What follows belongs to an exercise in optimizing a design on an open flow for small area, a short achievable clock period and few clock cycles per item; a production flow would make more cautious choices.
Function was checked by simulation only, so behaviour that the tests miss may differ from the original.

## damped_sine_bank_synth
module damped_sine_bank_synth (
    input  logic        aclk,
    input  logic        aresetn,
    input  logic        cfg_we,
    input  logic [3:0]  cfg_wdata,
    input  logic        s_tvalid,
    output logic        s_tready,
    input  logic [63:0] s_tdata,
    input  logic [0:0]  s_tuser,
    output logic        m_tvalid,
    input  logic        m_tready,
    output logic [23:0] m_tdata
);
Size: about 21,000 cells after synthesis, roughly 100 I/O pins, roughly 160,000 sq um of cells after synthesis.
clock: 14.0 ns
lec_check: 0
abc_area: 1
cap_margin: 60
core_margin: 2
core_utilization: 50
slew_margin: 60
synth_memory_max_bits: 32768
run.sh (not shown) runs the stock make flow with config.mk's settings and CLKGATE_MAP_FILE= SYNTH_SCRIPT=/design/flow/synth_recipe.tcl, a recipe that flattens the netlist after the stock synthesis.
The baseline completed without violations.
Testbench counts at the start, summed over its fixed seeds: cycles 7,215, items 2,312.
==> next run, changes <==
--- a/flow/design.v
+++ b/flow/design.v
@@ -267,18 +267,18 @@
             9'd256: mag = 15'd32767;
             default: mag = 15'd0;
         endcase
     end
 endmodule
 module dsbs_level_cs (
     input  logic [15:0] level,
     input  logic [15:0] decay,
-    output logic [14:0] hi_a,
-    output logic [14:0] hi_b,
+    output logic [19:0] hi_a,
+    output logic [19:0] hi_b,
     output logic        cin
 );
     logic lv_w0, lv_w1, lv_w2, lv_w3, lv_w4, lv_w5, lv_w6, lv_w7;
     logic lv_w8, lv_w9, lv_w10, lv_w11, lv_w12, lv_w13, lv_w14, lv_w15;
     logic lv_w16, lv_w17, lv_w18, lv_w19, lv_w20, lv_w21, lv_w22, lv_w23;
     logic lv_w24, lv_w25, lv_w26, lv_w27, lv_w28, lv_w29, lv_w30, lv_w31;
     logic lv_w32, lv_w33, lv_w34, lv_w35, lv_w36, lv_w37, lv_w38, lv_w39;
     logic lv_w40, lv_w41, lv_w42, lv_w43, lv_w44, lv_w45, lv_w46, lv_w47;
@@ -682,23 +682,23 @@
     assign lv_w357 = (lv_w347 & lv_w354) | (lv_w347 & lv_w349) | (lv_w354 & lv_w349);
     assign lv_w358 = (level[12] & decay[14]) ^ (level[13] & decay[13]) ^ (level[14] & decay[12]);
     assign lv_w359 = ((level[12] & decay[14]) & (level[13] & decay[13])) | ((level[12] & decay[14]) & (level[14] & decay[12])) | ((level[13] & decay[13]) & (level[14] & decay[12]));
     assign lv_w360 = lv_w353 ^ lv_w358 ^ lv_w355;
     assign lv_w361 = (lv_w353 & lv_w358) | (lv_w353 & lv_w355) | (lv_w358 & lv_w355);
     assign lv_w362 = (level[13] & decay[14]) ^ (level[14] & decay[13]) ^ lv_w359;
     assign lv_w363 = ((level[13] & decay[14]) & (level[14] & decay[13])) | ((level[13] & decay[14]) & lv_w359) | ((level[14] & decay[13]) & lv_w359);
     logic [29:0] ra, rb;
-    logic [15:0] lo;
+    logic [10:0] lo;
     assign ra = {1'b0, (level[14] & decay[14]), lv_w361, lv_w357, lv_w351, lv_w343, lv_w333, lv_w321, lv_w307, lv_w291, lv_w273, lv_w253, lv_w231, lv_w207, lv_w181, lv_w155, lv_w131, lv_w109, lv_w106, lv_w71, lv_w68, lv_w52, lv_w38, lv_w26, lv_w16, lv_w8, lv_w2, (level[2] & decay[0]), (level[0] & decay[1]), (level[0] & decay[0])};
     assign rb = {1'b0, lv_w363, lv_w362, lv_w360, lv_w356, lv_w350, lv_w342, lv_w332, lv_w320, lv_w306, lv_w290, lv_w272, lv_w252, lv_w230, lv_w206, lv_w180, lv_w154, lv_w130, lv_w108, lv_w88, lv_w70, lv_w54, lv_w40, lv_w28, lv_w18, lv_w10, lv_w4, lv_w0, (level[1] & decay[0]), 1'b0};
-    assign lo = {1'b0, ra[14:0]} + {1'b0, rb[14:0]};
-    assign hi_a = ra[29:15];
-    assign hi_b = rb[29:15];
-    assign cin  = lo[15];
+    assign lo = {1'b0, ra[9:0]} + {1'b0, rb[9:0]};
+    assign hi_a = ra[29:10];
+    assign hi_b = rb[29:10];
+    assign cin  = lo[10];
 endmodule
 module dsbs_sine_cs (
     input  logic [14:0] x,            
     input  logic        neg,
     input  logic [15:0] level,
     output logic [34:0] row_a,
     output logic [34:0] row_b
 );
@@ -2007,17 +2007,17 @@
     logic [23:0] t_phase, t_step;
     logic [15:0] t_level, t_decay;
     logic [8:0]  t_qidx;
     logic        t_neg;
     logic [23:0] m_phase, m_step;
     logic [15:0] m_level, m_decay;
     logic [14:0] m_x;              
     logic        m_neg;
-    logic [14:0] m_hi_a, m_hi_b;
+    logic [19:0] m_hi_a, m_hi_b;
     logic        m_cin;
     logic [23:0] phase_n;
     logic [7:0]  r;
     assign phase_n = load ? 24'd0 : h_phase;
     assign r       = phase_n[21:14];
     always_ff @(posedge aclk) begin
         t_phase <= phase_n;
         t_qidx  <= phase_n[22] ? (9'd256 - {1'b0, r}) : {1'b0, r};
@@ -2028,39 +2028,39 @@
             t_decay <= load_decay;
         end else begin
             t_step  <= h_step;
             t_level <= h_level;
             t_decay <= h_decay;
         end
     end
     logic [14:0] mag;
-    logic [14:0] hi_a, hi_b;
+    logic [19:0] hi_a, hi_b;
     logic        cin;
     dsbs_sine_rom u_rom (.qidx(t_qidx), .mag(mag));
     dsbs_level_cs u_lcs (.level(t_level), .decay(t_decay), .hi_a(hi_a), .hi_b(hi_b), .cin(cin));
     always_ff @(posedge aclk) begin
         m_phase <= t_phase;
         m_step  <= t_step;
         m_level <= t_level;
         m_decay <= t_decay;
         m_x     <= mag ^ {15{t_neg}};
         m_neg   <= t_neg;
         m_hi_a  <= hi_a;
         m_hi_b  <= hi_b;
         m_cin   <= cin;
     end
-    logic [14:0] lv_sum;
+    logic [19:0] lv_sum;
     logic [15:0] new_level;
     logic [34:0] pa, pb;
-    assign lv_sum = m_hi_a + m_hi_b + 15'(m_cin);
+    assign lv_sum = m_hi_a + m_hi_b + 20'(m_cin);
     always_comb begin
         if (m_decay[15])      new_level = m_level;
         else if (m_level[15]) new_level = m_decay;
-        else                  new_level = {1'b0, lv_sum};
+        else                  new_level = {1'b0, lv_sum[19:5]};
     end
     dsbs_sine_cs u_scs (.x(m_x), .neg(m_neg), .level(m_level), .row_a(pa), .row_b(pb));
     always_ff @(posedge aclk) begin
         h_phase <= advance_next ? m_phase + m_step : m_phase;
         h_step  <= m_step;
         h_level <= advance_next ? new_level : m_level;
         h_decay <= m_decay;
         h_pa    <= pa;
After rerunning:
- The new run finished with timing, DRC and antenna clean
- wire length goes down by 0.57%
- via count goes up by about 1.1%
- non-clock buffer count goes down by 7
- clock-buffer cell count goes up by 26
- die area hardly moves
- setup slack is worse by 69 ps
- final cell count hardly moves
- core utilization goes down by 0.18 points
- sequential cell count goes up by 50
- first-iteration DRC count goes up by about 5%
- cell area goes up by about 0.33%
Testbench counts after the change, summed over its fixed seeds: cycles 7,215, items 2,312.

-- afterwards: timing with drivers on the ports --
Ports are ideal in the flow. The routed layouts listed here were re-timed in OpenROAD. Step 1, drivers: a clkbuf_16 drives aclk and a buf_2 each remaining input, both assumed. Step 2 adds t to the input delays and takes it off the output delays; t is the mean of the earliest and latest rising clock arrival at the registers after step 1. Input paths then give back, and output paths get back, about the clock's delay inside the block. a / b / c = ideal / step 1 / step 2; a / b = the first two.
run	shift t [ns]	setup WS [ns]	worst setup path after step 2	latest minus earliest clock arrival (ns)
the first run	1.002	9.330 / 9.219 / 8.901	input to register	0.120 / 0.119
the second run	1.003	9.262 / 9.154 / 8.891	input to register	0.110 / 0.110
After both steps every run listed still meets setup and hold. The setup slack of the first run, which loses most, moves by -0.111 ns with the drivers and by -0.429 ns with both steps.
